This is an optimization exercise on Yosys and OpenROAD, whose aim is a short achievable clock period and few clock cycles, not a production implementation.
At most, simulation tests tie the RTL to the original design; equivalence was not proved.
For runs 1 to 3, only the layout was checked, not whether the RTL still works.
No activity file was given, so power comes from the tool's default toggle rates.

==> flow/design.v, too long to show whole: its modules and the start of the top module <==
// module MulStage0: 686 lines
// module MulStage1: 255 lines
// module MipsCore: 392 lines
module MipsCore (
    input  logic        clk,
    input  logic        arstN,
    input  logic [31:0] instr,
    input  logic [31:0] dmemRData,
    output logic [31:0] pc,
    output logic [31:0] dmemAddr,
    output logic [31:0] dmemWData,
    output logic [3:0]  dmemByteEn,
    output logic        dmemWe,
    output logic        dmemRe
);
  // ...
==> flow/run.sh <==
#!/bin/bash
# synth_recipe.tcl (not shown) runs the flow's synth.tcl, then flattens the netlist and writes it again
# the make line also repeats each setting of config.mk as NAME=value (left out here)
make -C /OpenROAD-flow-scripts/flow DESIGN_CONFIG=/design/flow/config.mk WORK_HOME=/design/flow/orfs CLKGATE_MAP_FILE= SYNTH_SCRIPT=/design/flow/synth_recipe.tcl finish
==> flow/config.mk <==
export PLATFORM = sky130hd
export DESIGN_NAME = MipsCore
export DESIGN_NICKNAME = MipsCore
export VERILOG_FILES = /design/flow/design.v
export SDC_FILE = /design/flow/constraint.sdc
export NUM_CORES = 4
export LEC_CHECK = 0
export CAP_MARGIN = 30
export CELL_PAD_IN_SITES_DETAIL_PLACEMENT = 1
export CELL_PAD_IN_SITES_GLOBAL_PLACEMENT = 2
export CORE_MARGIN = 2
export CORE_UTILIZATION = 30
export SLEW_MARGIN = 30
==> flow/constraint.sdc <==
create_clock -name core_clock -period 22.0 [get_ports {clk}]
set_input_delay 4.4000 -clock core_clock [delete_from_list [all_inputs] [get_ports {clk}]]
set_output_delay 4.4000 -clock core_clock [all_outputs]
set_load 0.01 [all_outputs]
==> impl_metrics.tcl, run 1 <==
set metrics [dict create \
    cts_max_level 5 \
    power_density_mw_per_mm2 129 \
    fmax_ghz 0.113 \
    finalPower_mw 21.9 \
    nFillCells 50000 \
    gp_congestion 0.950 \
    largestClassByArea "sequential cells" \
    cts_hold_buf 0 \
    postLayoutCellArea_mm2 0.170 \
    rsz0062_at_grt "no" \
    relSlewSlack_pct 23.7 \
    reg2reg_slack_ns 13.17 \
    finClkSkew_ns 0.0798 \
    io_pins 168 \
    synth_top_family_by_area "multiplexers" \
    synth-compound-area-share_pct 7.16 \
    met3_length_um 42000 \
    drv_cap 0 \
    root_buffer "clkbuf_16" \
    nNetsFinal 11200 \
    crit_type "reg -> reg" \
    status "timing/DRC/antenna clean" \
    seqCellArea_mm2 0.0847 \
    wl_met1_um 261000 \
    p_comb_mw 8.35 \
    worstPathRequired_ns 22.83 \
]
==> module MipsCore, before the edit <==
module MipsCore (
    input  logic        clk,
    input  logic        arstN,
    input  logic [31:0] instr,
    input  logic [31:0] dmemRData,
    output logic [31:0] pc,
    output logic [31:0] dmemAddr,
    output logic [31:0] dmemWData,
    output logic [3:0]  dmemByteEn,
    output logic        dmemWe,
    output logic        dmemRe
);
    localparam int NB  = 16;
    localparam int NBW = 4;
    localparam int MROWS = 6;
    logic [31:0] pcF;
    logic        vD;
    logic [31:0] irD, pcD, pc4D;
    logic        ptD;            
    logic [31:0] pnD;            
    logic        hitD;
    logic [NBW-1:0] hitIdxD;
    logic        vE;
    logic [31:0] aE, bE;
    logic        fwdAE, fwdBE;
    logic        opAddE, opSubE, opAndE, opOrE, opXorE, opSltE, opSllE, opSrlE, opMulE;
    logic [4:0]  shE;
    logic        wrE;            
    logic [4:0]  dstE;
    logic        isCondE, isJrE, isJE;
    logic [2:0]  condE;          
    logic        ptE;
    logic [31:0] pnE, pc4E, btE, pcE;
    logic        hitE;
    logic [NBW-1:0] hitIdxE;
    logic        reE, weE;
    logic [31:0] addrE, wdataE;
    logic [3:0]  beE;
    logic        ldE;
    logic [1:0]  lselE;
    logic [1:0]  lwidE;          
    logic        mphE;
    logic [MROWS*32-1:0] mrowsE;
    logic        wEnW;
    logic [4:0]  wDstW;
    logic [31:0] resW, rawW;
    logic        ldW;
    logic [1:0]  lselW, lwidW;
    logic [31:0] rf [32];
    logic [31:0] rfV;
    logic        btbV   [NB];
    logic [31:0] btbTag [NB];
    logic [31:0] btbTgt [NB];
    logic [1:0]  btbCtr [NB];
    logic [NBW-1:0] rrPtr;
    logic [NB-1:0]  hitVec;
    logic           hitF;
    logic [NBW-1:0] hitIdxF;
    logic [31:0]    tgtF;
    logic [1:0]     ctrF;
    logic [31:0]    pc4F, npF;
    logic           ptF;
    always_comb begin
        hitIdxF = '0;
        tgtF    = '0;
        ctrF    = '0;
        for (int i = 0; i < NB; i++) begin
            hitVec[i] = btbV[i] && (btbTag[i] == pcF);
            if (hitVec[i]) begin
                hitIdxF = hitIdxF | NBW'(i);
                tgtF    = tgtF | btbTgt[i];
                ctrF    = ctrF | btbCtr[i];
            end
        end
        hitF = |hitVec;
        ptF  = hitF && ctrF[1];
        pc4F = pcF + 32'd4;
        npF  = ptF ? tgtF : pc4F;
    end
    assign pc = pcF;
    logic [5:0]  op, fn;
    logic [4:0]  rs, rt, rd, sh;
    logic [15:0] imm;
    assign op  = irD[31:26];
    assign rs  = irD[25:21];
    assign rt  = irD[20:16];
    assign rd  = irD[15:11];
    assign sh  = irD[10:6];
    assign fn  = irD[5:0];
    assign imm = irD[15:0];
    logic isSp, isSll, isSrl, isJr, isAddu, isSubu, isAnd, isOr, isXor, isSlt, isMul;
    logic isBltz, isBgez, isJ, isJal, isBeq, isBne, isBlez, isBgtz;
    logic isAddi, isSlti, isOri, isXori, isLb, isLh, isLw, isSb, isSh, isSw;
    logic isLoad, isStore, isCond, isJump, isRAlu;
    logic wrD;
    logic [4:0] dstD;
    logic useRsE, useRtE;
    always_comb begin
        isSp   = (op == 6'h00);
        isSll  = isSp && (fn == 6'h00);
        isSrl  = isSp && (fn == 6'h02);
        isJr   = isSp && (fn == 6'h08);
        isAddu = isSp && (fn == 6'h21);
        isSubu = isSp && (fn == 6'h23);
        isAnd  = isSp && (fn == 6'h24);
        isOr   = isSp && (fn == 6'h25);
        isXor  = isSp && (fn == 6'h26);
        isSlt  = isSp && (fn == 6'h2A);
        isMul  = (op == 6'h1C) && (fn == 6'h02);
        isBltz = (op == 6'h01) && (rt == 5'd0);
        isBgez = (op == 6'h01) && (rt == 5'd1);
        isJ    = (op == 6'h02);
        isJal  = (op == 6'h03);
        isBeq  = (op == 6'h04);
        isBne  = (op == 6'h05);
        isBlez = (op == 6'h06);
        isBgtz = (op == 6'h07);
        isAddi = (op == 6'h08);
        isSlti = (op == 6'h0A);
        isOri  = (op == 6'h0D);
        isXori = (op == 6'h0E);
        isLb   = (op == 6'h20);
        isLh   = (op == 6'h21);
        isLw   = (op == 6'h23);
        isSb   = (op == 6'h28);
        isSh   = (op == 6'h29);
        isSw   = (op == 6'h2B);
        isLoad  = isLb || isLh || isLw;
        isStore = isSb || isSh || isSw;
        isCond  = isBltz || isBgez || isBeq || isBne || isBlez || isBgtz;
        isJump  = isJ || isJal;
        isRAlu  = isAddu || isSubu || isAnd || isOr || isXor || isSlt;
        if (isRAlu || isSll || isSrl || isMul) dstD = rd;
        else if (isJal)                         dstD = 5'd31;
        else                                    dstD = rt;
        wrD = (isRAlu || isSll || isSrl || isMul || isJal || isAddi || isSlti ||
               isOri || isXori || isLoad) && (dstD != 5'd0);
        useRsE = isRAlu || isMul || isJr || isCond || isAddi || isSlti || isOri || isXori;
        useRtE = isRAlu || isSll || isSrl || isMul || isBeq || isBne;
    end
    logic [31:0] wValW;
    logic [31:0] rsD, rtD;
    always_comb begin
        rsD = rfV[rs] ? rf[rs] : 32'd0;
        rtD = rfV[rt] ? rf[rt] : 32'd0;
        if (wEnW && wDstW == rs) rsD = wValW;
        if (wEnW && wDstW == rt) rtD = wValW;
    end
    logic eWr;
    logic hazD;
    assign eWr  = vE && wrE;
    assign hazD = vD && eWr && (((isLoad || isStore) && dstE == rs) || (isStore && dstE == rt));
    logic [31:0] immS, immZ, addrD;
    logic [3:0]  beD;
    logic [31:0] wdataD;
    assign immS  = {{16{imm[15]}}, imm};
    assign immZ  = {16'd0, imm};
    assign addrD = rsD + immS;
    always_comb begin
        if (isSb) begin
            beD    = 4'b1000 >> addrD[1:0];
            wdataD = {4{rtD[7:0]}};
        end else if (isSh) begin
            beD    = addrD[1] ? 4'b0011 : 4'b1100;
            wdataD = {2{rtD[15:0]}};
        end else begin
            beD    = 4'b1111;
            wdataD = rtD;
        end
    end
    logic [31:0] btD, jtD;
    assign btD = pc4D + {immS[29:0], 2'b00};
    assign jtD = {pc4D[31:28], irD[25:0], 2'b00};
    logic redirD;
    logic [31:0] tgtD;
    assign redirD = vD && ((isJump && !ptD) || (!isJump && !isCond && !isJr && ptD));
    assign tgtD   = isJump ? jtD : pc4D;
    logic [31:0] A, B;
    assign A = fwdAE ? wValW : aE;
    assign B = fwdBE ? wValW : bE;
    logic [31:0] sum, diff, resE, shl, shr;
    logic        lt;
    logic [31:0] prodE;
    logic [MROWS*32-1:0] mrowsD;
    MulStage0 uMul0 (.a(A), .b(B), .rows(mrowsD));
    MulStage1 uMul1 (.rows(mrowsE), .p(prodE));
    assign sum  = A + B;
    assign diff = A - B;
    assign lt   = (A[31] != B[31]) ? A[31] : diff[31];
    assign shl  = B << shE;
    assign shr  = B >> shE;
    always_comb begin
        resE = '0;
        if (opAddE) resE = resE | sum;
        if (opSubE) resE = resE | diff;
        if (opAndE) resE = resE | (A & B);
        if (opOrE)  resE = resE | (A | B);
        if (opXorE) resE = resE | (A ^ B);
        if (opSltE) resE = resE | {31'd0, lt};
        if (opSllE) resE = resE | shl;
        if (opSrlE) resE = resE | shr;
        if (opMulE) resE = resE | prodE;
    end
    logic eq, zero, takenE, mispE;
    logic [31:0] redirE;
    always_comb begin
        eq   = (A == B);
        zero = (A == 32'd0);
        case (condE)
            3'd0:    takenE = eq;
            3'd1:    takenE = !eq;
            3'd2:    takenE = A[31] || zero;
            3'd3:    takenE = !A[31] && !zero;
            3'd4:    takenE = A[31];
            default: takenE = !A[31];
        endcase
        mispE  = vE && ((isCondE && (takenE != ptE)) || (isJrE && (A != pnE)));
        redirE = isCondE ? (takenE ? btE : pc4E) : A;
    end
    logic mulHold;
    assign mulHold = vE && opMulE && !mphE;
    always_comb begin
        logic [7:0]  lb;
        logic [15:0] lh;
        case (lselW)
            2'd0:    lb = rawW[31:24];
            2'd1:    lb = rawW[23:16];
            2'd2:    lb = rawW[15:8];
            default: lb = rawW[7:0];
        endcase
        lh = lselW[1] ? rawW[15:0] : rawW[31:16];
        if (!ldW)              wValW = resW;
        else if (lwidW == 2'd0) wValW = rawW;
        else if (lwidW == 2'd1) wValW = {{16{lh[15]}}, lh};
        else                    wValW = {{24{lb[7]}}, lb};
    end
    logic advD;      
    assign advD = !mispE && !mulHold && !hazD;
    always_ff @(posedge clk or negedge arstN) begin
        if (!arstN) begin
            pcF <= 32'd0;
            vD  <= 1'b0;
        end else begin
            if (mispE) begin
                pcF <= redirE;
                vD  <= 1'b0;
            end else if (mulHold || hazD) begin
            end else if (redirD) begin
                pcF <= tgtD;
                vD  <= 1'b0;
            end else begin
                pcF <= npF;
                vD  <= 1'b1;
            end
        end
    end
    always_ff @(posedge clk) begin
        if (!mispE && !mulHold && !hazD && !redirD) begin
            irD     <= instr;
            pcD     <= pcF;
            pc4D    <= pc4F;
            ptD     <= ptF;
            pnD     <= npF;
            hitD    <= hitF;
            hitIdxD <= hitIdxF;
        end
    end
    always_ff @(posedge clk or negedge arstN) begin
        if (!arstN) begin
            vE   <= 1'b0;
            reE  <= 1'b0;
            weE  <= 1'b0;
            mphE <= 1'b0;
        end else begin
            if (mulHold) begin
                mphE <= 1'b1;
            end else begin
                mphE <= 1'b0;
                vE   <= vD && advD;
                reE  <= vD && advD && isLoad;
                weE  <= vD && advD && isStore;
            end
        end
    end
    always_ff @(posedge clk) begin
        if (mulHold) begin
            mrowsE <= mrowsD;
        end else begin
            aE      <= isJal ? pc4D : rsD;
            if (isAddi || isSlti)     bE <= immS;
            else if (isOri || isXori) bE <= immZ;
            else if (isJal)           bE <= 32'd0;
            else                      bE <= rtD;
            fwdAE   <= useRsE && eWr && (dstE == rs);
            fwdBE   <= useRtE && eWr && (dstE == rt);
            opAddE  <= isAddu || isAddi || isJal;
            opSubE  <= isSubu;
            opAndE  <= isAnd;
            opOrE   <= isOr || isOri;
            opXorE  <= isXor || isXori;
            opSltE  <= isSlt || isSlti;
            opSllE  <= isSll;
            opSrlE  <= isSrl;
            opMulE  <= isMul;
            shE     <= sh;
            wrE     <= wrD;
            dstE    <= dstD;
            isCondE <= isCond;
            isJrE   <= isJr;
            isJE    <= isJump;
            if (isBeq)       condE <= 3'd0;
            else if (isBne)  condE <= 3'd1;
            else if (isBlez) condE <= 3'd2;
            else if (isBgtz) condE <= 3'd3;
            else if (isBltz) condE <= 3'd4;
            else             condE <= 3'd5;
            ptE     <= ptD;
            pnE     <= redirD ? tgtD : pnD;
            pc4E    <= pc4D;
            btE     <= isJump ? jtD : btD;
            pcE     <= pcD;
            hitE    <= hitD;
            hitIdxE <= hitIdxD;
            addrE   <= {addrD[31:2], 2'b00};
            wdataE  <= wdataD;
            beE     <= beD;
            ldE     <= isLoad;
            lselE   <= addrD[1:0];
            lwidE   <= isLw ? 2'd0 : (isLh ? 2'd1 : 2'd2);
        end
    end
    assign dmemAddr   = addrE;
    assign dmemWData  = wdataE;
    assign dmemByteEn = beE;
    assign dmemWe     = weE;
    assign dmemRe     = reE;
    always_ff @(posedge clk or negedge arstN) begin
        if (!arstN) begin
            wEnW <= 1'b0;
        end else begin
            wEnW <= vE && wrE && !mulHold;
        end
    end
    always_ff @(posedge clk) begin
        wDstW <= dstE;
        resW  <= resE;
        rawW  <= dmemRData;
        ldW   <= ldE;
        lselW <= lselE;
        lwidW <= lwidE;
    end
    always_ff @(posedge clk) begin
        if (wEnW) rf[wDstW] <= wValW;
    end
    always_ff @(posedge clk or negedge arstN) begin
        if (!arstN) begin
            rfV <= '0;
        end else if (wEnW) begin
            rfV[wDstW] <= 1'b1;
        end
    end
    logic        updE, actTkE;
    logic [31:0] actTgtE;
    logic [NBW-1:0] updIdx;
    logic [1:0]  newCtr;
    always_comb begin
        actTkE  = isJE || isJrE || (isCondE && takenE);
        actTgtE = isJrE ? A : btE;
        updE    = vE && (isCondE || isJrE || isJE) && (hitE || actTkE);
        updIdx  = hitE ? hitIdxE : rrPtr;
        if (!isCondE)        newCtr = 2'd3;
        else if (!hitE)      newCtr = 2'd2;
        else if (takenE)     newCtr = (btbCtr[hitIdxE] == 2'd3) ? 2'd3 : btbCtr[hitIdxE] + 2'd1;
        else                 newCtr = (btbCtr[hitIdxE] == 2'd0) ? 2'd0 : btbCtr[hitIdxE] - 2'd1;
    end
    always_ff @(posedge clk or negedge arstN) begin
        if (!arstN) begin
            for (int i = 0; i < NB; i++) btbV[i] <= 1'b0;
            rrPtr <= '0;
        end else if (updE) begin
            btbV[updIdx] <= 1'b1;
            if (!hitE) rrPtr <= rrPtr + 1'b1;
        end
    end
    always_ff @(posedge clk) begin
        if (updE) begin
            btbTag[updIdx] <= pcE;
            if (actTkE) btbTgt[updIdx] <= actTgtE;
            btbCtr[updIdx] <= newCtr;
        end
    end
endmodule
==> run 2: changes to the inputs <==
--- a/flow/design.v
+++ b/flow/design.v
@@ -1054,6 +1054,9 @@
     localparam int NB  = 16;
     localparam int NBW = 4;
     localparam int MROWS = 6;
+    localparam int HW  = 7;
+    localparam int NR  = 16;
+    localparam int NRW = 4;
     logic [31:0] pcF;
     logic        vD;
     logic [31:0] irD, pcD, pc4D;
@@ -1072,7 +1075,7 @@
     logic [2:0]  condE;          
     logic        ptE;
     logic [31:0] pnE, pc4E, btE, pcE;
-    logic        hitE;
+    logic        hitE, isRetE;
     logic [NBW-1:0] hitIdxE;
     logic        reE, weE;
     logic [31:0] addrE, wdataE;
@@ -1084,39 +1087,50 @@
     logic [MROWS*32-1:0] mrowsE;
     logic        wEnW;
     logic [4:0]  wDstW;
-    logic [31:0] resW, rawW;
-    logic        ldW;
-    logic [1:0]  lselW, lwidW;
+    logic [31:0] wValW;          
     logic [31:0] rf [32];
     logic [31:0] rfV;
     logic        btbV   [NB];
     logic [31:0] btbTag [NB];
     logic [31:0] btbTgt [NB];
-    logic [1:0]  btbCtr [NB];
+    logic        btbP   [NB];    
+    logic        btbRet [NB];    
+    logic [HW-1:0] btbH [NB];    
     logic [NBW-1:0] rrPtr;
+    logic [1:0]  pht [1<<HW];
+    logic        rstQ;           
+    logic [31:0] ras  [NR];
+    logic        rasV [NR];
+    logic [NRW-1:0] rasPtr;
     logic [NB-1:0]  hitVec;
     logic           hitF;
     logic [NBW-1:0] hitIdxF;
     logic [31:0]    tgtF;
-    logic [1:0]     ctrF;
-    logic [31:0]    pc4F, npF;
-    logic           ptF;
+    logic           pF, retF;
+    logic [31:0]    pc4F, npF, rasTop;
+    logic           ptF, rasTopV;
     always_comb begin
         hitIdxF = '0;
         tgtF    = '0;
-        ctrF    = '0;
+        pF      = 1'b0;
+        retF    = 1'b0;
         for (int i = 0; i < NB; i++) begin
             hitVec[i] = btbV[i] && (btbTag[i] == pcF);
             if (hitVec[i]) begin
                 hitIdxF = hitIdxF | NBW'(i);
                 tgtF    = tgtF | btbTgt[i];
-                ctrF    = ctrF | btbCtr[i];
+                pF      = pF | btbP[i];
+                retF    = retF | btbRet[i];
             end
         end
-        hitF = |hitVec;
-        ptF  = hitF && ctrF[1];
-        pc4F = pcF + 32'd4;
-        npF  = ptF ? tgtF : pc4F;
+        hitF    = |hitVec;
+        ptF     = hitF && pF;
+        rasTop  = ras[rasPtr];
+        rasTopV = rasV[rasPtr];
+        pc4F    = pcF + 32'd4;
+        if (!ptF)                  npF = pc4F;
+        else if (retF && rasTopV)  npF = rasTop;
+        else                       npF = tgtF;
     end
     assign pc = pcF;
     logic [5:0]  op, fn;
@@ -1179,7 +1193,8 @@
         useRsE = isRAlu || isMul || isJr || isCond || isAddi || isSlti || isOri || isXori;
         useRtE = isRAlu || isSll || isSrl || isMul || isBeq || isBne;
     end
-    logic [31:0] wValW;
+    logic        lt;
+    logic [31:0] A, B, valE;
     logic [31:0] rsD, rtD;
     always_comb begin
         rsD = rfV[rs] ? rf[rs] : 32'd0;
@@ -1190,13 +1205,20 @@
     logic eWr;
     logic hazD;
     assign eWr  = vE && wrE;
-    assign hazD = vD && eWr && (((isLoad || isStore) && dstE == rs) || (isStore && dstE == rt));
+    logic baseFwd;
+    assign baseFwd = eWr && opAddE && (dstE == rs);
+    assign hazD = vD && eWr && (isLoad || isStore) && (dstE == rs) && !opAddE;
+    logic sdFwd;
+    assign sdFwd = eWr && (dstE == rt);
     logic [31:0] immS, immZ, addrD;
     logic [3:0]  beD;
     logic [31:0] wdataD;
     assign immS  = {{16{imm[15]}}, imm};
     assign immZ  = {16'd0, imm};
-    assign addrD = rsD + immS;
+    logic [31:0] csS, csC;
+    assign csS   = A ^ B ^ immS;
+    assign csC   = {(A[30:0] & B[30:0]) | (A[30:0] & immS[30:0]) | (B[30:0] & immS[30:0]), 1'b0};
+    assign addrD = baseFwd ? (csS + csC) : (rsD + immS);
     always_comb begin
         if (isSb) begin
             beD    = 4'b1000 >> addrD[1:0];
@@ -1212,15 +1234,22 @@
     logic [31:0] btD, jtD;
     assign btD = pc4D + {immS[29:0], 2'b00};
     assign jtD = {pc4D[31:28], irD[25:0], 2'b00};
+    logic fuseD, fuseTk;
+    assign fuseD  = (isBeq || isBne) && (rt == 5'd0) && (rs != 5'd0) &&
+                    eWr && opSltE && (dstE == rs);
+    assign fuseTk = isBne ? lt : !lt;
     logic redirD;
     logic [31:0] tgtD;
-    assign redirD = vD && ((isJump && !ptD) || (!isJump && !isCond && !isJr && ptD));
-    assign tgtD   = isJump ? jtD : pc4D;
-    logic [31:0] A, B;
+    assign redirD = vD && ((isJump && !ptD) || (!isJump && !isCond && !isJr && ptD) ||
+                           (fuseD && (fuseTk != ptD)));
+    always_comb begin
+        if (isJump)      tgtD = jtD;
+        else if (isCond) tgtD = fuseTk ? btD : pc4D;
+        else             tgtD = pc4D;
+    end
     assign A = fwdAE ? wValW : aE;
     assign B = fwdBE ? wValW : bE;
     logic [31:0] sum, diff, resE, shl, shr;
-    logic        lt;
     logic [31:0] prodE;
     logic [MROWS*32-1:0] mrowsD;
     MulStage0 uMul0 (.a(A), .b(B), .rows(mrowsD));
@@ -1260,20 +1289,21 @@
     end
     logic mulHold;
     assign mulHold = vE && opMulE && !mphE;
+    logic [31:0] ldValE;
+    assign valE = ldE ? ldValE : resE;
     always_comb begin
         logic [7:0]  lb;
         logic [15:0] lh;
-        case (lselW)
-            2'd0:    lb = rawW[31:24];
-            2'd1:    lb = rawW[23:16];
-            2'd2:    lb = rawW[15:8];
-            default: lb = rawW[7:0];
+        case (lselE)
+            2'd0:    lb = dmemRData[31:24];
+            2'd1:    lb = dmemRData[23:16];
+            2'd2:    lb = dmemRData[15:8];
+            default: lb = dmemRData[7:0];
         endcase
-        lh = lselW[1] ? rawW[15:0] : rawW[31:16];
-        if (!ldW)              wValW = resW;
-        else if (lwidW == 2'd0) wValW = rawW;
-        else if (lwidW == 2'd1) wValW = {{16{lh[15]}}, lh};
-        else                    wValW = {{24{lb[7]}}, lb};
+        lh = lselE[1] ? dmemRData[15:0] : dmemRData[31:16];
+        if (lwidE == 2'd0)      ldValE = dmemRData;
+        else if (lwidE == 2'd1) ldValE = {{16{lh[15]}}, lh};
+        else                    ldValE = {{24{lb[7]}}, lb};
     end
     logic advD;      
     assign advD = !mispE && !mulHold && !hazD;
@@ -1296,7 +1326,7 @@
         end
     end
     always_ff @(posedge clk) begin
-        if (!mispE && !mulHold && !hazD && !redirD) begin
+        if (!mulHold && !hazD) begin
             irD     <= instr;
             pcD     <= pcF;
             pc4D    <= pc4F;
@@ -1324,16 +1354,39 @@
         end
     end
     always_ff @(posedge clk) begin
-        if (mulHold) begin
-            mrowsE <= mrowsD;
-        end else begin
-            aE      <= isJal ? pc4D : rsD;
-            if (isAddi || isSlti)     bE <= immS;
-            else if (isOri || isXori) bE <= immZ;
-            else if (isJal)           bE <= 32'd0;
-            else                      bE <= rtD;
-            fwdAE   <= useRsE && eWr && (dstE == rs);
-            fwdBE   <= useRtE && eWr && (dstE == rt);
+        mrowsE  <= mrowsD;
+        aE      <= isJal ? pc4D : rsD;
+        if (isAddi || isSlti)     bE <= immS;
+        else if (isOri || isXori) bE <= immZ;
+        else if (isJal)           bE <= 32'd0;
+        else                      bE <= rtD;
+        fwdAE   <= useRsE && eWr && (dstE == rs);
+        fwdBE   <= useRtE && eWr && (dstE == rt);
+        shE     <= sh;
+        if (isBeq)       condE <= 3'd0;
+        else if (isBne)  condE <= 3'd1;
+        else if (isBlez) condE <= 3'd2;
+        else if (isBgtz) condE <= 3'd3;
+        else if (isBltz) condE <= 3'd4;
+        else             condE <= 3'd5;
+        ptE     <= fuseD ? fuseTk : ptD;
+        pnE     <= redirD ? tgtD : pnD;
+        pc4E    <= pc4D;
+        btE     <= isJump ? jtD : btD;
+        pcE     <= pcD;
+        hitE    <= hitD;
+        hitIdxE <= hitIdxD;
+        addrE   <= {addrD[31:2], 2'b00};
+        if (!sdFwd)     wdataE <= wdataD;
+        else if (isSb)  wdataE <= {4{valE[7:0]}};
+        else if (isSh)  wdataE <= {2{valE[15:0]}};
+        else            wdataE <= valE;
+        beE     <= beD;
+        lselE   <= addrD[1:0];
+        lwidE   <= isLw ? 2'd0 : (isLh ? 2'd1 : 2'd2);
+    end
+    always_ff @(posedge clk) begin
+        if (!mulHold) begin
             opAddE  <= isAddu || isAddi || isJal;
             opSubE  <= isSubu;
             opAndE  <= isAnd;
@@ -1343,31 +1396,13 @@
             opSllE  <= isSll;
             opSrlE  <= isSrl;
             opMulE  <= isMul;
-            shE     <= sh;
             wrE     <= wrD;
             dstE    <= dstD;
             isCondE <= isCond;
             isJrE   <= isJr;
+            isRetE  <= isJr && (rs == 5'd31);
             isJE    <= isJump;
-            if (isBeq)       condE <= 3'd0;
-            else if (isBne)  condE <= 3'd1;
-            else if (isBlez) condE <= 3'd2;
-            else if (isBgtz) condE <= 3'd3;
-            else if (isBltz) condE <= 3'd4;
-            else             condE <= 3'd5;
-            ptE     <= ptD;
-            pnE     <= redirD ? tgtD : pnD;
-            pc4E    <= pc4D;
-            btE     <= isJump ? jtD : btD;
-            pcE     <= pcD;
-            hitE    <= hitD;
-            hitIdxE <= hitIdxD;
-            addrE   <= {addrD[31:2], 2'b00};
-            wdataE  <= wdataD;
-            beE     <= beD;
             ldE     <= isLoad;
-            lselE   <= addrD[1:0];
-            lwidE   <= isLw ? 2'd0 : (isLh ? 2'd1 : 2'd2);
         end
     end
     assign dmemAddr   = addrE;
@@ -1384,11 +1419,7 @@
     end
     always_ff @(posedge clk) begin
         wDstW <= dstE;
-        resW  <= resE;
-        rawW  <= dmemRData;
-        ldW   <= ldE;
-        lselW <= lselE;
-        lwidW <= lwidE;
+        wValW <= valE;
     end
     always_ff @(posedge clk) begin
         if (wEnW) rf[wDstW] <= wValW;
@@ -1400,35 +1431,83 @@
             rfV[wDstW] <= 1'b1;
         end
     end
-    logic        updE, actTkE;
-    logic [31:0] actTgtE;
-    logic [NBW-1:0] updIdx;
-    logic [1:0]  newCtr;
+    logic           uV, uHit, uTk, uCond, uRet;
+    logic [NBW-1:0] uIdx;
+    logic [31:0]    uPc, uTgt;
+    always_ff @(posedge clk or negedge arstN) begin
+        if (!arstN) uV <= 1'b0;
+        else        uV <= vE && (isCondE || isJrE || isJE) && (hitE || isJE || isJrE || takenE);
+    end
+    always_ff @(posedge clk) begin
+        uHit  <= hitE;
+        uIdx  <= hitIdxE;
+        uTk   <= isJE || isJrE || (isCondE && takenE);
+        uCond <= isCondE;
+        uRet  <= isRetE;
+        uPc   <= pcE;
+        uTgt  <= isJrE ? A : btE;
+    end
+    logic [NBW-1:0] wIdx;
+    logic [HW-1:0]  hOld, hNew, pIdx, pIdx2;
+    logic [1:0]     cOld, cNew;
+    logic           pNew;
     always_comb begin
-        actTkE  = isJE || isJrE || (isCondE && takenE);
-        actTgtE = isJrE ? A : btE;
-        updE    = vE && (isCondE || isJrE || isJE) && (hitE || actTkE);
-        updIdx  = hitE ? hitIdxE : rrPtr;
-        if (!isCondE)        newCtr = 2'd3;
-        else if (!hitE)      newCtr = 2'd2;
-        else if (takenE)     newCtr = (btbCtr[hitIdxE] == 2'd3) ? 2'd3 : btbCtr[hitIdxE] + 2'd1;
-        else                 newCtr = (btbCtr[hitIdxE] == 2'd0) ? 2'd0 : btbCtr[hitIdxE] - 2'd1;
+        wIdx  = uHit ? uIdx : rrPtr;
+        hOld  = uHit ? btbH[uIdx] : '0;
+        hNew  = {hOld[HW-2:0], uTk};
+        pIdx  = hOld ^ uPc[HW+1:2];
+        pIdx2 = hNew ^ uPc[HW+1:2];
+        cOld  = pht[pIdx];
+        if (uTk) cNew = (cOld == 2'd3) ? 2'd3 : cOld + 2'd1;
+        else     cNew = (cOld == 2'd0) ? 2'd0 : cOld - 2'd1;
+        if (!uCond)              pNew = 1'b1;
+        else if (pIdx2 == pIdx)  pNew = cNew[1];
+        else                     pNew = pht[pIdx2][1];
     end
     always_ff @(posedge clk or negedge arstN) begin
         if (!arstN) begin
             for (int i = 0; i < NB; i++) btbV[i] <= 1'b0;
             rrPtr <= '0;
-        end else if (updE) begin
-            btbV[updIdx] <= 1'b1;
-            if (!hitE) rrPtr <= rrPtr + 1'b1;
+        end else if (uV) begin
+            btbV[wIdx] <= 1'b1;
+            if (!uHit) rrPtr <= rrPtr + 1'b1;
+        end
+    end
+    always_ff @(posedge clk) begin
+        if (uV) begin
+            btbTag[wIdx] <= uPc;
+            if (uTk) btbTgt[wIdx] <= uTgt;
+            btbP[wIdx]   <= pNew;
+            btbRet[wIdx] <= uRet;
+            btbH[wIdx]   <= hNew;
         end
     end
+    always_ff @(posedge clk or negedge arstN) begin
+        if (!arstN) rstQ <= 1'b0;
+        else        rstQ <= 1'b1;
+    end
     always_ff @(posedge clk) begin
-        if (updE) begin
-            btbTag[updIdx] <= pcE;
-            if (actTkE) btbTgt[updIdx] <= actTgtE;
-            btbCtr[updIdx] <= newCtr;
+        if (!rstQ) begin
+            for (int i = 0; i < (1 << HW); i++) pht[i] <= 2'd2;
+        end else if (uV && uCond) begin
+            pht[pIdx] <= cNew;
         end
     end
+    always_ff @(posedge clk or negedge arstN) begin
+        if (!arstN) begin
+            rasPtr <= '0;
+            for (int i = 0; i < NR; i++) rasV[i] <= 1'b0;
+        end else if (vD && advD) begin
+            if (isJal) begin
+                rasPtr <= rasPtr + 1'b1;
+                rasV[rasPtr + 1'b1] <= 1'b1;
+            end else if (isJr && rs == 5'd31) begin
+                rasPtr <= rasPtr - 1'b1;
+            end
+        end
+    end
+    always_ff @(posedge clk) begin
+        if (vD && advD && isJal) ras[rasPtr + 1'b1] <= pc4D;
+    end
 endmodule
 `default_nettype wire
==> flow/flow/run.sh (new file) <==
#!/bin/bash
# Standard synthesis, then the standard layout steps with a larger setup
# margin for ORFS's timing repair, so it optimises toward a ~6 ns period.
# The SDC (clock period, IO delays) is the standard flow's, unchanged.
set -uo pipefail
MARGIN=${MARGIN:-16}
bash standard.sh synth > synth.log 2>&1 || { tail -50 synth.log; exit 1; }
bash standard.sh finish SETUP_SLACK_MARGIN=$MARGIN > layout.log 2>&1 || { tail -50 layout.log; exit 1; }
==> flow/standard.sh (new file) <==
#!/bin/bash
# synth_recipe.tcl (not shown) runs the flow's synth.tcl, then flattens the netlist and writes it again
# the make line also repeats each setting of config.mk as NAME=value (left out here)
make -C /OpenROAD-flow-scripts/flow DESIGN_CONFIG=/design/flow/config.mk WORK_HOME=/design/flow/orfs CLKGATE_MAP_FILE= SYNTH_SCRIPT=/design/flow/synth_recipe.tcl "${@:-finish}"
--- a/flow/config.mk
+++ b/flow/config.mk
@@ -5,9 +5,11 @@
 export SDC_FILE = /design/flow/constraint.sdc
 export NUM_CORES = 4
 export LEC_CHECK = 0
+export ABC_CLOCK_PERIOD_IN_PS = 5000
 export CAP_MARGIN = 30
 export CELL_PAD_IN_SITES_DETAIL_PLACEMENT = 1
 export CELL_PAD_IN_SITES_GLOBAL_PLACEMENT = 2
 export CORE_MARGIN = 2
-export CORE_UTILIZATION = 30
+export CORE_UTILIZATION = 40
+export SETUP_SLACK_MARGIN = 5
 export SLEW_MARGIN = 30
removed: flow/run.sh
==> run 2 against run 1 <==
Against the previous run: setup slack better by 2.6 ns; die area is 6.3% lower; largest power group is now registers; critical endpoint is now pc[3]; wire length increased by 25%; clock power rose by 28%; non-clock buffer count grew 361.
==> impl_metrics.tcl, run 2 <==
set metrics [dict create \
    status "timing/DRC/antenna clean" \
    port_buffers 165 \
    tightest_slew_ns 1.16 \
    clk_latency_ns 1.05 \
    clock-sinks 3796 \
    overflow 0 \
    fmax_ghz 0.160 \
    nNetsFinal 14300 \
    start_kind "register" \
    grt_pass1_vias 126000 \
    power_density_mw_per_mm2 104 \
    gp_congestion 0.941 \
    worstPathRequired_ns 17.60 \
    final_cell_mix "edfxtp_1, nand2_1, nor2_1" \
    largest_reg_flops 1024 \
    antenna_found_initial 63 \
    final_common_cell "edfxtp_1" \
    place.detailed.hpwl_um 507000 \
    grt_max_degree 102 \
    die_w_um 681 \
    routed_wl_um 788000 \
    io_pins 168 \
    die-area_mm2 0.464 \
    ys.flop_type "edfxtp_1" \
    drive_gt1_share_pct 22.1 \
    start_util_pct 40.2 \
    synth_area_mm2 0.183 \
    r2r_start "fwdBE" \
    post_dp_cell_area_mm2 0.195 \
    cp_cell_sequence "buf_12 -> buf_6" \
    die_y_um 681 \
    yosysTopAreaCellShare_pct 51.0 \
    drv_cap 0 \
    core_mm2 0.456 \
    largest_register "rf" \
    ys_seq_elements 3796 \
    yosysSeqAreaShare_pct 58.8 \
    worstPathMaxFanout 2 \
    hp-start "pcE[21]" \
    placed_cells 18800 \
    grt_pass1_wl_um 1070000 \
    crit_family "flip-flops" \
    worst_slack_ns 15.74 \
    ir_drop_mv 0.117 \
    maxSlewViolCount 0 \
    critical_path_buf_inv_count 2 \
    drc_errors 0 \
    area_growth_pct 17.0 \
    cellLeakagePower_nw 76.5 \
    min_period_ns 6.26 \
    cts_max_level 5 \
    postRouteAntennaNets 0 \
    num_rows 248 \
    syn_avg_cell_area_um2 14.2 \
    grt_use_total_pct 33.5 \
    cpPeakStageDelay_ns 0.57 \
    wl_per_cell_um 39.6 \
    via_count 122000 \
    setup_viol 0 \
    ys.warnings.count 5 \
    relSlewSlack_pct 22.9 \
    root_buffer "clkbuf_16" \
    viasPerCell 6.15 \
    critPathSlowestCell "dfrtp_4" \
    hold_viol_final 0 \
    synth.most_common_cell "edfxtp_1" \
    fin_cells 19900 \
    async_flop_share_pct 2.95 \
    drtIter0Drc 13000 \
    crit_start "pcF[3]" \
    ys_types 106 \
    final_util_pct 47.0 \
    holdCritPathClass "reg -> reg" \
    cts.clk_slew.worst_paths_ns 0.07 \
    firstDrtPassIters 6 \
    period_share_pct 28.5 \
    postLayoutCellArea_mm2 0.214 \
    cts_max_path_buffers 4 \
    rsz0062_at_grt "yes" \
    finClkSkew_ns 0.102 \
    synth-edff-count 3112 \
    fin_tns_setup_ns 0 \
    cts-buffers-inserted 424 \
    cts_hold_buf 0 \
    netlist_top_cells_count "edfxtp_1, nor2_1, nand2_1" \
    crit_type "reg -> out" \
    end_kind "output pin" \
    yosysTopAreaCell "edfxtp_1" \
    critPathArrivalTime_ns 1.86 \
    synthCells 12900 \
    cts_tree "built" \
    post-place-ws_ns 13.59 \
    yosys-top-cells-area "edfxtp_1, mux4_2, dfxtp_1" \
]
-- run 2: changes by cell type in the layout (fill, tap and decap cells not counted), moves of 125 or more --
cell      previous run  this run
nand2_1            421       975
dfxtp_1             77       507
buf_4              382       581
edfxtp_1          2684      3112
mux4_2             723       921
o21ai_0            193       380
mux2i_1            111       251
nand3_1            131       256
-- run 2: worst paths after layout --
path	end	slack [ns]	cells past startpoint
worst max register to register	pcF[31]	15.99	27
max in group asynchronous	pcF[10]	17.19	2
min in group asynchronous	rstQ	3.39	1
worst min-delay path	uPc[21]	0.32	0
worst min register to register	uPc[21]	0.32	0
worst max-delay path	pc[3]	15.74	2
-- run 2: routing by layer --
layer,wire length [µm],part of all wire [%],vias to the layer above,global-route usage (%)
met5,162,0.021,-,0
met2,367000,47,5210,53.6
met4,43000,5.5,24,15.3
li1,-,-,49700,-
met3,53100,6.7,1311,5.16
met1,324000,41,66200,45.1
-- run 2: cell families after synthesis --
kind of cell | share of synthesized area (%)
AOI/OAI and AO/OA | 6.71
xor gates and xnor gates | 3.95
adders and majority gates | 6.63
buffers and inverters | 3.23
DFF | 58.8
muxes | 13.5
other | 0.00410
and+or+nand+nor | 7.25
-- run 2: power by group --
group          total, mW  switching, mW  internal [mW]
sequential          9.06          0.591           8.47
clock               7.28           3.09           4.19
combinational       5.97           4.04           1.93
total               22.3           7.73           14.6
-- run 2: final cells by class --
type,instances,area [µm²]
flip-flops and latches,3796,108000
fillers,44600,242000
clock buffers,566,11600
inverters,726,2790
diodes,23,57.6
multi-input cells,7628,72300
well taps,6000,7510
repair buffers,946,9750
clock inverters,226,2480
-- run 2: what timing repair did --
action                                   CTS  global route
gates cloned                              24            12
gates resized for setup                  883           138
endpoints found under the setup margin  1063           318
setup buffers                            145            94
pin swaps                                 30            58
-- run 2: stage by stage --
step	hold WS, ns	power (mW)
after floorplan	0.310	11.8
after global placement	0.310	14.6
after detailed placement	0.313	14.6
after CTS	0.318	22.3
after global routing	0.323	22.9
final	0.320	22.3
==> run 3: changes to the inputs <==
==> flow/run.sh (new file) <==
#!/bin/bash
# synth_recipe.tcl (not shown) runs the flow's synth.tcl, then flattens the netlist and writes it again
# the make line also repeats each setting of config.mk as NAME=value (left out here)
make -C /OpenROAD-flow-scripts/flow DESIGN_CONFIG=/design/flow/config.mk WORK_HOME=/design/flow/orfs CLKGATE_MAP_FILE= SYNTH_SCRIPT=/design/flow/synth_recipe.tcl finish
removed: flow/flow/run.sh
removed: flow/standard.sh
==> run 3 against run 2 <==
Against the previous run: highest routed layer unchanged; setup slack lost 1.9 ns; register-to-register slack lost 2.1 ns; global-route usage shrank 0.56 points; maximum frequency shrank 23%; final area shrank 2.4%; via count is essentially flat; wire length shrank 1.9%; clock skew shrank 0.0035 ns; still clean; combinational power shrank 5.7%.
==> impl_metrics.tcl, run 3 <==
set metrics [dict create \
    grt_use_total_pct 32.9 \
    crit_type "reg -> reg" \
    worstPathRequired_ns 22.85 \
    synth_area_mm2 0.183 \
    synthCells 12900 \
    crit_family "buffers and inverters" \
    grt_max_degree 116 \
    antenna_found_initial 92 \
    setup_viol 0 \
    finClkSkew_ns 0.0983 \
    overflow 0 \
    r2r_start "fwdAE" \
    postRouteAntennaNets 0 \
    cts-buffers-inserted 416 \
    finalPower_mw 21.8 \
    die_y_um 681 \
    maxSlewViolCount 0 \
    ir_drop_mv 0.122 \
    final_common_cell "edfxtp_1" \
    ys_seq_elements 3796 \
    fmax_ghz 0.123 \
    start_kind "register" \
    place.detailed.hpwl_um 518000 \
    cts_max_level 5 \
    synth.most_common_cell "edfxtp_1" \
    r2r_end "pcF[4]" \
    relSlewSlack_pct 23.3 \
    port_buffers 165 \
    hold_depth 0 \
    core_mm2 0.456 \
    ys.warnings.count 5 \
    reg2reg_slack_ns 13.85 \
    status "timing/DRC/antenna clean" \
    tightest_slew_ns 1.12 \
    grt_pass1_vias 124000 \
    end_kind "register" \
    hold_viol_final 0 \
    cellLeakagePower_nw 74.0 \
    netlist_top_cells_count "edfxtp_1, nor2_1, nand2_1" \
    cts_tree "built" \
    ys.flop_type "edfxtp_1" \
    num_rows 248 \
    cpPeakStageDelay_ns 0.74 \
    hp-start "hitIdxD[3]" \
    min_to "hitIdxE[3]" \
    cts.clk_slew.worst_paths_ns 0.06 \
    die_w_um 681 \
    drtIter0Drc 15300 \
    cts_resized 0 \
    start_util_pct 40.2 \
    power_density_mw_per_mm2 104 \
    yosys-top-cells-area "edfxtp_1, mux4_2, dfxtp_1" \
    yosysSeqAreaShare_pct 58.8 \
    rsz0062_at_grt "no" \
    clock-sinks 3796 \
    critPathArrivalTime_ns 9.00 \
    critPathSlowestCell "buf_4" \
    root_buffer "clkbuf_16" \
    holdCritPathClass "reg -> reg" \
    grt_pass1_wl_um 1050000 \
    syn_avg_cell_area_um2 14.2 \
    yosysTopAreaCell "edfxtp_1" \
    reg2reg_depth 26 \
    routed_wl_um 773000 \
    largest_register "rf" \
    final_cell_mix "edfxtp_1, nand2_1, nor2_1" \
    min_period_ns 8.15 \
    cp_common_cell "a21oi_1" \
    largest_reg_flops 1024 \
    critical_path_buf_inv_count 5 \
    die-area_mm2 0.464 \
    firstDrtPassIters 5 \
    drive_gt1_share_pct 18.7 \
    gp_congestion 0.940 \
    area_growth_pct 14.1 \
    period_share_pct 37.0 \
    post_cts_buffers 0 \
    viasPerCell 6.23 \
    via_count 122000 \
    clk_latency_ns 1.04 \
    synth-edff-count 3112 \
    drv_cap 0 \
    fin_tns_setup_ns 0 \
    wl_per_cell_um 39.3 \
    async_flop_share_pct 2.95 \
    io_pins 168 \
    yosysTopAreaCellShare_pct 51.0 \
    cts_hold_buf 0 \
    worstPathMaxFanout 80 \
    nNetsFinal 14000 \
    ys_types 106 \
    cts_max_path_buffers 4 \
    drc_errors 0 \
]
-- run 3: changes by cell type in the layout (fill, tap and decap cells not counted), sizes merged, moves of 4 or more --
cell           previous run  this run
bufinv                   41        30
clkinv                  161       157
clkdlybuf4s50            61       164
inv                     726       721
buf                     854       539
clkinvlp                 24         9
diode                    23        29
bufbuf                   17         0
clkbuf                  577       582
-- run 3: how the worst max path moves through the flow --
stage,from,depth (start not counted),end
global route,register,16,addrE[30]
floorplan,fwdBE,20,ras[0][0]
CTS,fwdAE,18,ras[14][25]
finish,fwdAE,26,pcF[4]
global placement,fwdAE,17,ras[9][14]
detailed placement,fwdAE,18,ras[14][25]
-- run 3: per-stage QoR --
step	cell area, µm²	instances	hold slack [ns]	utilization [%]	worst slack (ns)
after floorplan	183000	12900	0.310	-	14.44
after global placement	195000	18800	0.309	42.7	13.48
after detailed placement	195000	18800	0.313	42.8	13.72
after CTS	209000	19600	0.326	45.8	13.68
after global routing	209000	19600	0.318	45.8	13.49
final	209000	19600	0.313	45.9	13.85
-- run 3: logic make-up (layout without fill, tap and decap cells) --
family / Yosys count / in the layout / share of synthesized area (%)
AO/OA/AOI/OAI: 1793 / 1793 / 6.71
AND/OR/NAND/NOR: 2989 / 2989 / 7.25
buffers and inverters: 1527 / 2202 / 3.23
flip-flops: 3796 / 3796 / 58.8
XOR/XNOR: 826 / 826 / 3.95
multiplexers: 1306 / 1306 / 13.5
adder cells (fa/ha/maj): 704 / 704 / 6.63
other: 2 / 32 / 0.00410
-- run 3: cell type report --
type / count / area (µm²)
clock buffer: 582 / 11800
sequential: 3796 / 108000
timing repair buffer: 703 / 5990
inverter: 726 / 2730
antenna: 29 / 72.6
multi-input combinational: 7621 / 71200
clock inverter: 191 / 2080
tap: 6000 / 7510
fill: 44600 / 247000
-- run 3: power breakdown --
part | internal, mW | switching, mW
clock network | 4.09 | 3.06
registers | 8.46 | 0.542
logic | 1.70 | 3.93
-- run 3: worst register-to-register path: cells and delay by family (launching register included) --
kind	cells	cell delay [ns]
XOR/XNOR	1	0.27
flip-flops	1	0.68
multiplexers	1	0.28
AO/OA/AOI/OAI	11	2.09
AND/OR/NAND/NOR	6	1.18
adder cells (fa/ha/maj)	2	1.13
buffers and inverters	5	2.37
-- run 3: layer usage --
layer,track usage [%],vias to the layer above,part of all wire [%]
met5,0,-,0.024
met4,10.4,22,3.7
met3,5.56,1091,8.1
met2,49.1,5711,44
met1,49.0,66400,44
li1,-,49200,-
==> run 4: changes to the inputs <==
--- a/flow/design.v
+++ b/flow/design.v
@@ -1051,12 +1051,12 @@
     output logic        dmemWe,
     output logic        dmemRe
 );
-    localparam int NB  = 16;
-    localparam int NBW = 4;
+    localparam int NB  = 8;
+    localparam int NBW = 3;
     localparam int MROWS = 6;
     localparam int HW  = 7;
-    localparam int NR  = 16;
-    localparam int NRW = 4;
+    localparam int NR  = 8;
+    localparam int NRW = 3;
     logic [31:0] pcF;
     logic        vD;
     logic [31:0] irD, pcD, pc4D;
@@ -1132,7 +1132,7 @@
         else if (retF && rasTopV)  npF = rasTop;
         else                       npF = tgtF;
     end
-    assign pc = pcF;
+    assign pc = pcOut;
     logic [5:0]  op, fn;
     logic [4:0]  rs, rt, rd, sh;
     logic [15:0] imm;
@@ -1307,24 +1307,28 @@
     end
     logic advD;      
     assign advD = !mispE && !mulHold && !hazD;
+    logic [31:0] pcNext;
+    always_comb begin
+        if (mispE)                 pcNext = redirE;
+        else if (mulHold || hazD)  pcNext = pcF;
+        else if (redirD)           pcNext = tgtD;
+        else                       pcNext = npF;
+    end
     always_ff @(posedge clk or negedge arstN) begin
         if (!arstN) begin
             pcF <= 32'd0;
             vD  <= 1'b0;
         end else begin
-            if (mispE) begin
-                pcF <= redirE;
-                vD  <= 1'b0;
-            end else if (mulHold || hazD) begin
-            end else if (redirD) begin
-                pcF <= tgtD;
-                vD  <= 1'b0;
-            end else begin
-                pcF <= npF;
-                vD  <= 1'b1;
-            end
+            pcF <= pcNext;
+            if (mispE)                     vD <= 1'b0;
+            else if (mulHold || hazD)      vD <= vD;
+            else                           vD <= !redirD;
         end
     end
+    logic [31:0] pcOut;
+    always_ff @(posedge clk) begin
+        pcOut <= arstN ? pcNext : 32'd0;
+    end
     always_ff @(posedge clk) begin
         if (!mulHold && !hazD) begin
             irD     <= instr;
@@ -1339,21 +1343,22 @@
     always_ff @(posedge clk or negedge arstN) begin
         if (!arstN) begin
             vE   <= 1'b0;
-            reE  <= 1'b0;
             weE  <= 1'b0;
             mphE <= 1'b0;
         end else begin
+            weE  <= vD && advD && isStore;
             if (mulHold) begin
                 mphE <= 1'b1;
             end else begin
                 mphE <= 1'b0;
                 vE   <= vD && advD;
-                reE  <= vD && advD && isLoad;
-                weE  <= vD && advD && isStore;
             end
         end
     end
     always_ff @(posedge clk) begin
+        reE <= vD && advD && isLoad;
+    end
+    always_ff @(posedge clk) begin
         mrowsE  <= mrowsD;
         aE      <= isJal ? pc4D : rsD;
         if (isAddi || isSlti)     bE <= immS;
@@ -1507,7 +1512,7 @@
         end
     end
     always_ff @(posedge clk) begin
-        if (vD && advD && isJal) ras[rasPtr + 1'b1] <= pc4D;
+        if (isJal) ras[rasPtr + 1'b1] <= pc4D;
     end
 endmodule
 `default_nettype wire
==> flow/flow/run.sh (new file) <==
#!/bin/bash
# Standard synthesis, then the standard layout steps with a larger setup
# margin for ORFS's timing repair, so it optimises toward a ~6 ns period.
# The SDC (clock period, IO delays) is the standard flow's, unchanged.
set -uo pipefail
MARGIN=${MARGIN:-16}
bash standard.sh synth > synth.log 2>&1 || { tail -50 synth.log; exit 1; }
bash standard.sh finish SETUP_SLACK_MARGIN=$MARGIN > layout.log 2>&1 || { tail -50 layout.log; exit 1; }
==> flow/standard.sh (new file) <==
#!/bin/bash
# synth_recipe.tcl (not shown) runs the flow's synth.tcl, then flattens the netlist and writes it again
# the make line also repeats each setting of config.mk as NAME=value (left out here)
make -C /OpenROAD-flow-scripts/flow DESIGN_CONFIG=/design/flow/config.mk WORK_HOME=/design/flow/orfs CLKGATE_MAP_FILE= SYNTH_SCRIPT=/design/flow/synth_recipe.tcl "${@:-finish}"
--- a/flow/config.mk
+++ b/flow/config.mk
@@ -10,6 +10,8 @@
 export CELL_PAD_IN_SITES_DETAIL_PLACEMENT = 1
 export CELL_PAD_IN_SITES_GLOBAL_PLACEMENT = 2
 export CORE_MARGIN = 2
-export CORE_UTILIZATION = 40
+export CORE_UTILIZATION = 55
+export CTS_CLUSTER_DIAMETER = 80
+export CTS_CLUSTER_SIZE = 30
 export SETUP_SLACK_MARGIN = 5
 export SLEW_MARGIN = 30
removed: flow/run.sh
==> run 4 against run 3 <==
Against the previous run: the layout now fails its checks (capacitance limit, slew limit); sequential cell count decreased by 829; critical path depth shrank 25; maximum frequency up 35%; power is 28% lower; sequential power decreased by 21%; via count is 9.6% lower; critical path type is now reg -> out; critical endpoint is now dmemWData[28]; largest cell class unchanged; highest routed layer unchanged.
==> impl_metrics.tcl, run 4 <==
set metrics [dict create \
    status "failed layout checks" \
    violations "capacitance limit, slew limit" \
    cts_tree "built" \
    finalPower_mw 15.6 \
    final_common_cell "edfxtp_1" \
    critPathSlowestCell "dfxtp_4" \
    synth-edff-count 2271 \
    cts_max_level 4 \
    cts_hold_buf 0 \
    fin_cells 15600 \
    ys_seq_elements 2967 \
    drv_cap 1 \
    firstDrtPassIters 8 \
    switchingPower_mw 6.01 \
    grt_max_degree 144 \
    drive_gt1_share_pct 18.8 \
    syn_avg_cell_area_um2 13.1 \
    hp-start "pcE[20]" \
    synthCells 11600 \
    combPwrFrac_pct 32.3 \
    port_buffers 165 \
    r2r_end "pcOut[23]" \
    p_seq_share_pct 45.4 \
    cts_max_path_buffers 4 \
    ir_drop_mv 0.175 \
    post-place-ws_ns 13.58 \
    overflow 0 \
    via_count 111000 \
    viasPerCell 7.09 \
    yosysSeqAreaShare_pct 54.3 \
    synth.most_common_cell "edfxtp_1" \
    holdCritPathClass "reg -> reg" \
    area_growth_pct 10.6 \
    final_cell_mix "edfxtp_1, nor2_1, nand2_1" \
    multi_input_area_mm2 0.0655 \
    io_pins 168 \
    ys.warnings.count 5 \
    fin_tns_setup_ns 0 \
    netlist_top_cells_count "edfxtp_1, nor2_1, nand2_1" \
    crit_family "flip-flops" \
    wl_met1_um 226000 \
    yosysTopAreaCellShare_pct 44.8 \
    ys_types 99 \
    place.detailed.hpwl_um 422000 \
    nNetsFinal 12500 \
    min_to "uPc[20]" \
    top_layer "met5" \
    clk_latency_ns 0.95 \
    largest_reg_flops 1024 \
    cpPeakStageDelay_ns 0.47 \
    placed_cells 15200 \
    largest_register "rf" \
    critPathArrivalTime_ns 1.62 \
    antenna_found_initial 43 \
    cellLeakagePower_nw 60.8 \
    reg2reg_depth 28 \
    drtIter0Drc 17000 \
    switching_share_pct 38.6 \
    worst_slack_ns 15.98 \
    reg2reg_slack_ns 16.00 \
    clock-sinks 2967 \
    cts.clk_slew.worst_paths_ns 0.12 \
    worstPathRequired_ns 17.60 \
    core_mm2 0.276 \
    cp_cell_sequence "buf_2" \
    met2_length_um 276000 \
    yosys-top-cells-area "edfxtp_1, mux4_2, dfxtp_1" \
    crit_type "reg -> out" \
    root_buffer "clkbuf_16" \
    routed_wl_um 638000 \
    met3_length_um 82200 \
    tightest_slew_ns 1.47 \
    num_rows 193 \
    finClkSkew_ns 0.0865 \
    p_int_mw 9.57 \
    seqCellArea_mm2 0.0828 \
    relSlewSlack_pct -0.734 \
    start_kind "register" \
    maxSlewViolCount 1 \
    setup_viol 0 \
    start_util_pct 55.1 \
    worstPathMaxFanout 1 \
    yosysTopAreaCell "edfxtp_1" \
    async_flop_share_pct 3.13 \
    grt_pass1_wl_um 869000 \
    ys.flop_type "edfxtp_1" \
    period_share_pct 27.4 \
    power_density_mw_per_mm2 92.6 \
    die_w_um 530 \
    grt_use_total_pct 44.4 \
    gp_congestion 1.02 \
    die_y_um 530 \
    cts-buffers-inserted 151 \
    critical_path_buf_inv_count 1 \
    end_kind "output pin" \
    drc_errors 0 \
    rsz0062_at_grt "yes" \
    postRouteAntennaNets 0 \
    nFillCells 26200 \
    fmax_ghz 0.166 \
    hold_viol_final 0 \
    die-area_mm2 0.281 \
    clockPowerShare_pct 22.3 \
    synth_area_mm2 0.152 \
    hold_depth 0 \
    wl_per_cell_um 40.9 \
    grt_pass1_vias 110000 \
    r2r_start "fwdAE" \
    min_period_ns 6.02 \
]
## run 4: what timing repair did
item                                    CTS  global route
gates resized for setup                 511           200
gates cloned                             14            23
setup buffers                            49            61
endpoints found under the setup margin  550           286
pin swaps                                 8            28
## run 4: layout make-up
| cell class | instances | share of cell area, % |
|---|---|---|
| Clock inverter | 76 | 0.580 |
| Sequential cell | 2967 | 49.3 |
| Antenna cell | 27 | 0.0402 |
| Multi-Input combinational cell | 7161 | 39.0 |
| Inverter | 744 | 1.69 |
| Tap cell | 3705 | 2.76 |
| Timing Repair inverter | 1 | 0.00298 |
| Clock buffer | 193 | 2.42 |
| Timing Repair Buffer | 731 | 4.28 |
## run 4: cells by family after synthesis
logic type | count (synthesis) | share of synthesized area [%]
xor+xnor | 553 | 3.20
flops | 2967 | 54.3
mux | 1136 | 14.1
simple gates | 2968 | 8.91
fa+ha+maj | 710 | 8.04
other cells | 2 | 0.00494
compound gates | 1786 | 7.56
buf+inv | 1478 | 3.83
## run 4: stage by stage
stage	utilization, %	instance area (µm²)	hold slack, ns
detailed placement	57.9	160000	0.314
floorplan	-	152000	0.310
global route	61.0	168000	0.327
global placement	57.9	160000	0.310
finish	61.0	168000	0.312
CTS	60.3	166000	0.313
## run 4: worst register-to-register path: cells and delay by family, from the launching register on
| kind | cells | cell delay [ns] |
|---|---|---|
| multiplexers | 1 | 0.39 |
| adder cells (fa/ha/maj) | 2 | 0.82 |
| buffers and inverters | 5 | 0.77 |
| XOR/XNOR | 1 | 0.21 |
| AO/OA/AOI/OAI | 14 | 2.45 |
| flip-flops | 1 | 0.37 |
| AND/OR/NAND/NOR | 5 | 0.90 |
## run 4: power by group through the flow
stage / clock network [mW] / registers (mW) / logic, mW
finish: 3.47 / 7.08 / 5.03
global route: 3.62 / 7.09 / 5.16
CTS: 3.46 / 7.05 / 4.70
detailed placement: 0 / 7.17 / 4.56
global placement: 0 / 7.14 / 4.44
floorplan: 0 / 6.97 / 2.64
## run 4: worst max path at each step
stage | startpoint | to | slack, ns | cells after the start
after global routing | fwdAE | pcOut[23] | 15.88 | 28
final | wdataE[28] | dmemWData[28] | 15.98 | 1
after detailed placement | fwdBE | pcOut[23] | 13.58 | 27
after floorplan | dmemRData[7] | wdataE[31] | 15.83 | 9
after global placement | fwdBE | pcOut[23] | 13.85 | 27
after CTS | uIdx[1] | pht[117][1] | 15.90 | 16
## run 4: routing by layer
metal | GRT usage, % | vias to the layer above
met5 | 0 | -
met4 | 28.9 | 22
met3 | 11.6 | 1896
met2 | 64.8 | 8786
met1 | 59.2 | 57100
li1 | - | 42900
Testbench counts of run 4, summed over its fixed seeds: cycles 185,432.
==> run 5: changes to the inputs <==
--- a/flow/config.mk
+++ b/flow/config.mk
@@ -11,7 +11,5 @@
 export CELL_PAD_IN_SITES_GLOBAL_PLACEMENT = 2
 export CORE_MARGIN = 2
 export CORE_UTILIZATION = 55
-export CTS_CLUSTER_DIAMETER = 80
-export CTS_CLUSTER_SIZE = 30
 export SETUP_SLACK_MARGIN = 5
 export SLEW_MARGIN = 30
==> run 5 against run 4 <==
Against the previous run: the run now finishes clean; first-iteration DRC count up 9.0%; synthesized cell count unchanged; critical path depth rose by 7; largest cell class unchanged; highest routed layer unchanged.
==> impl_metrics.tcl, run 5 <==
set metrics [dict create \
    status "timing/DRC/antenna clean" \
    yosys-top-cells-area "edfxtp_1, mux4_2, dfxtp_1" \
    async_flop_share_pct 3.13 \
    power_density_mw_per_mm2 103 \
    area_growth_pct 14.4 \
    critPathArrivalTime_ns 7.03 \
    cts_max_level 5 \
    ys_seq_elements 2967 \
    wl_per_cell_um 42.5 \
    fmax_ghz 0.162 \
    tightest_slew_ns 1.31 \
    cellLeakagePower_nw 63.6 \
    maxSlewViolCount 0 \
    synth-edff-count 2271 \
    drive_gt1_share_pct 20.5 \
    ir_drop_mv 0.155 \
    antenna_found_initial 40 \
    holdCritPathClass "reg -> reg" \
    yosysTopAreaCell "edfxtp_1" \
    core_mm2 0.276 \
    placed_cells 15200 \
    worstPathRequired_ns 22.87 \
    synthCells 11600 \
    grt_max_degree 144 \
    via_count 115000 \
    largest_register "rf" \
    die_w_um 530 \
    grt_pass1_vias 115000 \
    clk_latency_ns 0.97 \
    viasPerCell 7.24 \
    yosysTopAreaCellShare_pct 44.8 \
    cts_max_path_buffers 4 \
    drv_cap 0 \
    postLayoutCellArea_mm2 0.174 \
    grt_pass1_wl_um 917000 \
    start_kind "primary input" \
    setup_viol 0 \
    fin_tns_setup_ns 0 \
    drtIter0Drc 18500 \
    cp_cell_sequence "clkdlybuf4s50_1 -> mux2_2 -> a21oi_1 -> a22oi_1 -> a21o_1 -> nor2_1 -> a21oi_1 -> o21a_1" \
    finClkSkew_ns 0.0527 \
    port_buffers 165 \
    final_util_pct 63.1 \
    die_y_um 530 \
    die-area_mm2 0.281 \
    largest_reg_flops 1024 \
    grt_use_total_pct 47.1 \
    netlist_top_cells_count "edfxtp_1, nor2_1, nand2_1" \
    final_cell_mix "edfxtp_1, nor2_1, nand2_1" \
    nNetsFinal 12700 \
    ys.flop_type "edfxtp_1" \
    finalPower_mw 17.9 \
    fin_cells 15900 \
    place.detailed.hpwl_um 422000 \
    cts-buffers-inserted 315 \
    end_kind "register" \
    crit_type "in -> reg" \
    synth.most_common_cell "edfxtp_1" \
    hold_viol_final 0 \
    io_pins 168 \
    synth_area_mm2 0.152 \
    drc_errors 0 \
    cts_tree "built" \
    num_rows 193 \
    root_buffer "clkbuf_16" \
    final_common_cell "edfxtp_1" \
    start_util_pct 55.1 \
    clock-sinks 2967 \
    syn_avg_cell_area_um2 13.1 \
    period_share_pct 28.0 \
    post_dp_cell_area_mm2 0.160 \
    cts.clk_slew.worst_paths_ns 0.06 \
    yosysSeqAreaShare_pct 54.3 \
    rsz0062_at_grt "yes" \
    min_period_ns 6.16 \
    worstPathMaxFanout 5 \
    critPathSlowestCell "a22oi_1" \
    ys_types 99 \
    ys.warnings.count 5 \
    cp_common_cell "a21oi_1" \
    firstDrtPassIters 8 \
    routed_wl_um 678000 \
    cpPeakStageDelay_ns 1.08 \
    relSlewSlack_pct 10.5 \
    overflow 0 \
    gp_congestion 1.02 \
    postRouteAntennaNets 0 \
]
-- run 5: cell count changes in the layout (fill, tap and decap cells not counted), sizes merged, moves of 2 or more --
cell	delta
bufinv	+27
clkbuf	+234
clkdlybuf4s15	+3
clkdlybuf4s50	+4
clkinv	+77
clkinvlp	+9
diode	-2
dlygate4sd2	+5
dlymetal6s2s	-4
inv	-22
-- run 5: what timing repair did --
action                                  CTS  global route
cloned                                   14            25
endpoints found under the setup margin  555           315
resized for setup                       462           216
pin swaps                                10            18
hold buffers                              0             0
setup buffers                            55            67
-- run 5: power by group --
group	switching, mW	internal, mW	leakage (nW)	total, mW
registers	0.490	6.61	27.2	7.10
clock network	2.45	3.19	5.18	5.64
logic	3.61	1.51	31.2	5.12
total	6.55	11.3	63.6	17.9
-- run 5: layout make-up --
type,count,area [µm²]
fillers,26000,102000
flip-flops and latches,2967,82800
multi-input cells,7160,65500
clock buffers,419,8710
repair buffers,746,7370
well taps,3705,4640
inverters,744,2840
clock inverters,167,1930
diodes,25,62.6
repair inverters,1,5.00
-- run 5: per-layer routing --
metal  global-route usage (%)  share of wire [%]  up-vias
li1                         -                  -    43500
met1                     60.4                 34    58800
met2                     68.1                 43    10400
met3                     13.7                 14     2703
met4                     35.0                9.6       28
met5                        0              0.027        -
-- run 5: critical path, delay by kind of cell --
kind,cells,cell delay [ns]
mux,1,0.17
buf+inv,1,0.50
simple gates,1,0.07
compound gates,5,1.89
-- run 5: logic make-up after synthesis --
| group | after synthesis | synth area share (%) |
|---|---|---|
| XOR/XNOR | 553 | 3.20 |
| adder cells (fa/ha/maj) | 710 | 8.04 |
| flip-flops | 2967 | 54.3 |
| other | 2 | 0.00494 |
| buffers and inverters | 1478 | 3.83 |
| multiplexers | 1136 | 14.1 |
| AO/OA/AOI/OAI | 1786 | 7.56 |
| AND/OR/NAND/NOR | 2968 | 8.91 |
-- run 5: through the flow --
stage	setup WS (ns)	hold slack [ns]
detailed placement	13.58	0.314
global route	15.79	0.332
finish	15.84	0.332
CTS	15.86	0.329
floorplan	15.83	0.310
global placement	13.85	0.310
-- run 5: worst paths after layout --
kind / from / end / slack [ns] / depth (start not counted)
setup / recovery: dmemRData[30] / wdataE[30] / 15.84 / 8
max in group asynchronous: arstN / rstQ / 16.99 / 2
hold reg to reg: pcE[10] / uPc[10] / 0.33 / 0
setup reg to reg: wDstW[4] / addrE[30] / 15.94 / 20
hold / removal: pcE[10] / uPc[10] / 0.33 / 0
min in group asynchronous: arstN / btbV[7] / 3.46 / 1

static timing again, ports no longer ideal:
The results above use ideal ports. As a check the final layouts listed here were re-extracted and re-timed, cells and wires unchanged. Step 1: set_driving_cell puts a clkbuf_16 on clk and a buf_2 on each other input, an assumption about the parent block. Step 2 adds t to the input delays and takes it off the output delays; t is the mean of the earliest and latest rising clock arrival at the registers after step 1. Input paths then give back, and output paths get back, about the clock's delay inside the block. a / b / c = ideal / step 1 / step 2; a / b = the first two.
run | t (ns) | setup slack, ns | hold WS [ns] | worst setup path at the end | slew at the worst register clock pin (ns)
run 1 | 1.065 | 13.166 / 13.166 / 13.166 | 0.347 / 0.347 / 0.347 | register to register | 0.07 / 0.07
run 2 | 1.118 | 15.738 / 15.615 / 14.994 | 0.320 / 0.320 / 0.320 | input to register | 0.07 / 0.07
run 3 | 1.115 | 13.850 / 13.850 / 13.850 | 0.313 / 0.313 / 0.313 | register to register | 0.07 / 0.07
run 4 | 1.012 | 15.983 / 15.877 / 15.146 | 0.312 / 0.312 / 0.312 | input to register | 0.12 / 0.12
run 5 | 1.038 | 15.837 / 15.830 / 14.869 | 0.332 / 0.332 / 0.332 | input to register | 0.08 / 0.08
For run 5, which loses most, drivers alone change the setup slack by -0.007 ns; drivers and shift together by -0.968 ns.
